Source: an optimization exercise on an open RTL-to-GDS flow (aim: small area and a short achievable clock period). Production flows keep margins and buffers that such runs may drop. RTL that was checked went through simulation tests only; none was proved equivalent to the original.

P:
Design joltage_select_sum, start of the top module:
module joltage_select_sum #(
  parameter int MAX_K = 12,
  parameter int VAL_W = 40,
  parameter int SUM_W = 64,
  parameter int CNT_W = 32,
  localparam int KW   = $clog2(MAX_K+1)
)(
  input  logic             clk,
  input  logic             rst_n,
  input  logic [KW-1:0]    k_sel,
  input  logic [3:0]       in_digit,
  input  logic             in_last,
  input  logic             in_valid,
  output logic             in_ready,
  input  logic             sum_clr,
  output logic             line_valid,
  output logic [VAL_W-1:0] line_value,
  output logic             line_short,
  output logic [SUM_W-1:0] sum_out,
  output logic [CNT_W-1:0] lines_done,
  output logic [2:0]       error
);
  logic [MAX_K-1:0][3:0] dig, dig_nxt;
  logic [VAL_W-1:0] val;
  logic [KW-1:0]    cnt, k_r;
  logic             live, fin, in_line;
  logic             acc, upd, dig_ok, k_ok, short_l, add_ok;
  logic [MAX_K-1:0] asc, shf;
  logic [VAL_W:0]   add_lo;
  logic [SUM_W-1:0] sum_nxt;
  logic             carry;
  logic [CNT_W-1:0] lines_nxt;
  logic [2:0]       err_set;
  assign in_ready = live && !fin;
  assign acc      = in_valid && in_ready;
  assign dig_ok   = (in_digit <= 4'd9);
  assign upd      = acc && dig_ok;
  assign k_ok     = (k_sel != '0) && (k_sel <= KW'(MAX_K));
  assign short_l  = (cnt < k_r);
  assign add_ok   = fin && !short_l;
  always_comb begin
    asc = '0;
    for (int j = 1; j < MAX_K; j++)
      asc[j] = (KW'(j) < k_r) && (dig[j] < dig[j-1]);
    shf = '0;
    shf[MAX_K-1] = asc[MAX_K-1];
    for (int j = MAX_K-2; j >= 1; j--)
      shf[j] = shf[j+1] | asc[j];
    dig_nxt[0] = (shf[1] || in_digit > dig[0]) ? in_digit : dig[0];
    for (int j = 1; j < MAX_K; j++)
      dig_nxt[j] = shf[j] ? dig[j-1] : dig[j];
  end
  jss_bcd2bin u_conv (.d(dig), .v(val));
  assign line_valid = fin;
  assign line_short = fin && short_l;
  assign line_value = add_ok ? val : '0;
  jss_cpa_bk #(.W(VAL_W+1)) u_add (.a({1'b0, sum_out[VAL_W-1:0]}), .b({1'b0, val}), .s(add_lo));
  always_comb begin
    logic c;
    c = add_lo[VAL_W];
    sum_nxt[VAL_W-1:0] = add_lo[VAL_W-1:0];
    for (int i = VAL_W; i < SUM_W; i++) begin
      sum_nxt[i] = sum_out[i] ^ c;
      c = c & sum_out[i];
    end
    carry = c;
  ...
Size: about 160 flip-flops, ~160 I/O pins, roughly 16000 sq um of cells after synthesis.
Settings: LEC_CHECK=0, CAP_MARGIN=20, CORE_MARGIN=2, CORE_UTILIZATION=60, SETUP_SLACK_MARGIN=3, SLEW_MARGIN=20; clock period 9.0 ns.
run.sh (not shown) runs the stock make flow with config.mk's settings and CLKGATE_MAP_FILE= SYNTH_SCRIPT=/design/flow/synth_recipe.tcl, a recipe that flattens the netlist after the stock synthesis.
Completing all stages was not enough for P: its layout failed the final checks because of negative setup slack.
Edits applied to the flow inputs when going from P to Q:
Settings: a deleted SETUP_SLACK_MARGIN that had been 3; a change of CORE_UTILIZATION from 60 to 40.
- The flow completed for Q, but it is not clean: the layout still shows negative setup slack.
- Re total global routing track utilization: P was higher than Q.
- Compare Q and P | number of resized instances in the post-cts repair step higher: P
- Relative to P, the wire length measured on Q has decreased by more than 10%.
Function was not checked in any run of this note: the RTL went through the layout flow alone.

========
joltage_select_sum, a different RTL version from the one above (not shown whole).
For scale: roughly 1900 cells after synthesis, ~250 flip-flops, roughly 160 I/O pins, roughly 19000 um2 of cells after synthesis.
Settings: LEC_CHECK=0, CAP_MARGIN=20, CORE_MARGIN=2, CORE_UTILIZATION=55, SETUP_SLACK_MARGIN=4.5, SLEW_MARGIN=20; clock period 9.0 ns.
Next try:
SETUP_SLACK_MARGIN = 3.5   (was 4.5)
Outcome:
- The new run completed with no timing, DRC or antenna violations
- wire length fell by 14%
- fmax fell by 1.7%
- synthesized area is unchanged
- synthesized cell count does not change
- via count fell by 8.0%
- non-clock buffer count fell by 182
- critical path depth rose by 2
- sequential share of layout area rose by 2.9 points
- die area does not change
No functional check of the RTL was part of any run of this note.

========
Another version of the RTL of joltage_select_sum (not shown whole).
For scale: ~1800 cells after synthesis, roughly 160 I/O pins, ~18000 um^2 of cells after synthesis.
==> flow/design.v (excerpt) <==
module joltage_select_sum #(
  parameter int MAX_K = 12,
  parameter int VAL_W = 40,
  parameter int SUM_W = 64,
  parameter int CNT_W = 32,
  localparam int KW   = $clog2(MAX_K+1)
)(
  input  logic             clk,
  input  logic             rst_n,
  input  logic [KW-1:0]    k_sel,
  input  logic [3:0]       in_digit,
  input  logic             in_last,
  input  logic             in_valid,
  output logic             in_ready,
  input  logic             sum_clr,
  output logic             line_valid,
  output logic [VAL_W-1:0] line_value,
  output logic             line_short,
  output logic [SUM_W-1:0] sum_out,
  output logic [CNT_W-1:0] lines_done,
  output logic [2:0]       error
);
Settings: LEC_CHECK=0, CAP_MARGIN=20, CORE_MARGIN=2, CORE_UTILIZATION=55, SETUP_SLACK_MARGIN=4.5, SLEW_MARGIN=20; clock period 9.0 ns.
The baseline finished with timing, DRC and antenna clean.
==> next run, changes <==
Settings changed: SETUP_SLACK_MARGIN 4.5 to 2.5.
The changed run finished with timing, DRC and antenna clean.
Register-to-register slack gets worse by 0.33 ns.
Setup slack gets worse by 0.13 ns.
Count of clock-buffer cells in the layout is lower by 1.
Fmax is lower by 2.1%.
Non-clock buffer count is lower by 161.
Wire length is lower by 14%.
Clock skew is higher by 0.0089 ns.
Cell count is lower by 6.3%.
First-iteration DRC count is lower by 16%.

========
Another version of the RTL of joltage_select_sum (not shown whole).
Size: ~230 flip-flops, ~160 I/O pins, ~0.018 sq mm of cells after synthesis.
==> flow/config.mk <==
export PLATFORM = sky130hd
export DESIGN_NAME = joltage_select_sum
export DESIGN_NICKNAME = joltage_select_sum
export VERILOG_FILES = /design/flow/design.v
export SDC_FILE = /design/flow/constraint.sdc
export NUM_CORES = 4
export LEC_CHECK = 0
export CAP_MARGIN = 20
export CORE_MARGIN = 2
export CORE_UTILIZATION = 45
export SETUP_SLACK_MARGIN = 4.4
export SLEW_MARGIN = 20
==> flow/constraint.sdc <==
create_clock -name core_clock -period 9.0 [get_ports {clk}]
set_input_delay 1.8000 -clock core_clock [delete_from_list [all_inputs] [get_ports {clk}]]
set_output_delay 1.8000 -clock core_clock [all_outputs]
set_load 0.01 [all_outputs]
standard.sh (not shown) runs the stock make flow with config.mk's settings and CLKGATE_MAP_FILE= SYNTH_SCRIPT=/design/flow/synth_recipe.tcl, a recipe that flattens the netlist after the stock synthesis.
==> flow/flow/run.sh <==
#!/bin/bash
set -euo pipefail
export BUFFER_PORTS_ARGS="-buffer_cell sky130_fd_sc_hd__buf_1"
export CTS_ARGS="-sink_clustering_enable -repair_clock_nets -dont_use_dummy_load"
bash standard.sh finish > standard_flow.log 2>&1
The starting point ran to the end with no violations.
Edit:
Settings changed: CORE_UTILIZATION 45 to 55, SETUP_SLACK_MARGIN 4.4 to 4.0.
After rerunning:
- critical path depth goes up by 4
- count of clock-buffer cells in the layout stays the same
- sequential cell count stays the same
- setup slack loses 260 ps
- die area goes down by 18%
- routed wire length goes down by 5.6%

========
joltage_select_sum, a different RTL version from the one above (not shown whole).
Size: roughly 1900 cells after synthesis, ~250 flip-flops, ~160 I/O pins.
// joltage_select_sum
module joltage_select_sum #(
  parameter int MAX_K = 12,
  parameter int VAL_W = 40,
  parameter int SUM_W = 64,
  parameter int CNT_W = 32,
  localparam int KW   = $clog2(MAX_K+1)
)(
  input  logic             clk,
  input  logic             rst_n,
  input  logic [KW-1:0]    k_sel,
  input  logic [3:0]       in_digit,
  input  logic             in_last,
  input  logic             in_valid,
  output logic             in_ready,
  input  logic             sum_clr,
  output logic             line_valid,
  output logic [VAL_W-1:0] line_value,
  output logic             line_short,
  output logic [SUM_W-1:0] sum_out,
  output logic [CNT_W-1:0] lines_done,
  output logic [2:0]       error
);
clock: 9.0 ns
lec_check: 0
cap_margin: 20
core_margin: 2
core_utilization: 55
setup_slack_margin: 4.0
slew_margin: 20
Scripts as last shown in full above: flow/flow/run.sh
Edit:
==> flow/flow/run.sh (replaced) <==
#!/bin/bash
set -euo pipefail
export BUFFER_PORTS_ARGS="-buffer_cell sky130_fd_sc_hd__buf_1"
bash standard.sh finish > standard_flow.log 2>&1
CTS_BUF_LIST = sky130_fd_sc_hd__clkbuf_4   (was unset)
=> Via count goes up by a few percent. Cell area grows by a few percent. Flip-flop and latch count stays the same. Sequential share of layout area drops by 0.61 points. Die area is unchanged. Register-to-register slack is better by 0.02 ns. Final cell count came out higher by a few percent. Fmax falls by a few percent. Worst setup slack is worse by 0.17 ns. Count of clock-buffer cells in the layout went up by 74.
Edit:
CTS_BUF_LIST = unset   (was sky130_fd_sc_hd__clkbuf_4)
After rerunning: Non-clock buffer count is lower by 3. Setup slack gains 0.13 ns. Maximum frequency is higher by a few percent. Worst hold slack is about the same.
Edit:
SETUP_SLACK_MARGIN = 4.5   (was 4.0)
Effect:
- non-clock buffer count rose by 46
- routed wire length rose by 3.5%
- final area rose by 6.2%
- cell count rose by 1.9%
- worst hold slack improves by 0.015 ns
- area after synthesis is unchanged
- sequential cell count is unchanged
- sequential share of layout area fell by 1.7 points
- setup slack degrades by 0.074 ns

========
Another version of the RTL of joltage_select_sum (not shown whole).
For scale: ~1,900 cells after synthesis, roughly 160 I/O pins, ~19,000 um2 of cells after synthesis.
Settings: LEC_CHECK=0, CAP_MARGIN=20, CORE_MARGIN=2, CORE_UTILIZATION=55, SETUP_SLACK_MARGIN=4.0, SLEW_MARGIN=20; clock period 9.0 ns.
run.sh (not shown) runs the stock make flow with config.mk's settings and CLKGATE_MAP_FILE= SYNTH_SCRIPT=/design/flow/synth_recipe.tcl, a recipe that flattens the netlist after the stock synthesis.
Stock flow here: none of the scripts above is used.
Edit:
SETUP_SLACK_MARGIN = 3.5   (was 4.0)
The new run completed without violations.
Synthesized cell count is unchanged.
Cell count decreases by 1.3%.
Count of clock-buffer cells in the layout increases by 1.
Global-route usage decreases by 0.35 points.
Die area stays the same.
Register-to-register slack is worse by 0.26 ns.
Design area decreases by 2.1%.

[what the ideal ports hide]
The results above use ideal ports. As a check the final layouts listed here were re-extracted and re-timed, cells and wires unchanged.
Step 1: set_driving_cell puts a clkbuf_16 on clk and a buf_2 on each other input, an assumption about the parent block.
Step 2 also shifts input and output timing later by t, the mid clock arrival at the registers, as if the neighbouring blocks saw the same clock.
a / b / c = ideal / step 1 / step 2; a / b = the first two.
| run | t, ns | setup WS [ns] | hold WS [ns] |
|---|---|---|---|
| P | 0.507 | -1.926 / -1.926 / -1.926 | 0.522 / 0.522 / 0.522 |
| Q | 0.496 | -1.414 / -1.414 / -1.414 | 0.498 / 0.498 / 0.498 |
| the first run of note 2 | 0.629 | 3.665 / 3.604 / 3.230 | 0.455 / 0.455 / 0.455 |
| the second run of note 2 | 0.608 | 3.572 / 3.519 / 3.108 | 0.452 / 0.452 / 0.452 |
| the first run of note 3 | 0.601 | 2.827 / 2.772 / 3.147 | 0.469 / 0.469 / 0.469 |
| the second run of note 3 | 0.599 | 2.697 / 2.643 / 2.496 | 0.472 / 0.472 / 0.472 |
| the first run of note 4 | 0.594 | 4.292 / 4.239 / 4.077 | 0.508 / 0.508 / 0.508 |
| the second run of note 4 | 0.574 | 4.030 / 4.030 / 3.673 | 0.497 / 0.497 / 0.497 |
| the first run of note 5 | 0.593 | 3.973 / 3.922 / 4.200 | 0.489 / 0.489 / 0.489 |
| the second run of note 5 | 0.786 | 3.804 / 3.755 / 4.223 | 0.491 / 0.491 / 0.491 |
| the third run of note 5 | 0.609 | 3.936 / 3.886 / 4.189 | 0.490 / 0.490 / 0.490 |
| the fourth run of note 5 | 0.616 | 3.862 / 3.810 / 3.988 | 0.505 / 0.505 / 0.505 |
| the first run of note 6 | 0.627 | 3.920 / 3.867 / 3.990 | 0.498 / 0.498 / 0.498 |
| the second run of note 6 | 0.627 | 3.651 / 3.597 / 3.888 | 0.496 / 0.496 / 0.496 |
For the second run of note 2, which loses most, drivers alone change the setup slack by -0.053 ns; drivers and shift together by -0.464 ns.
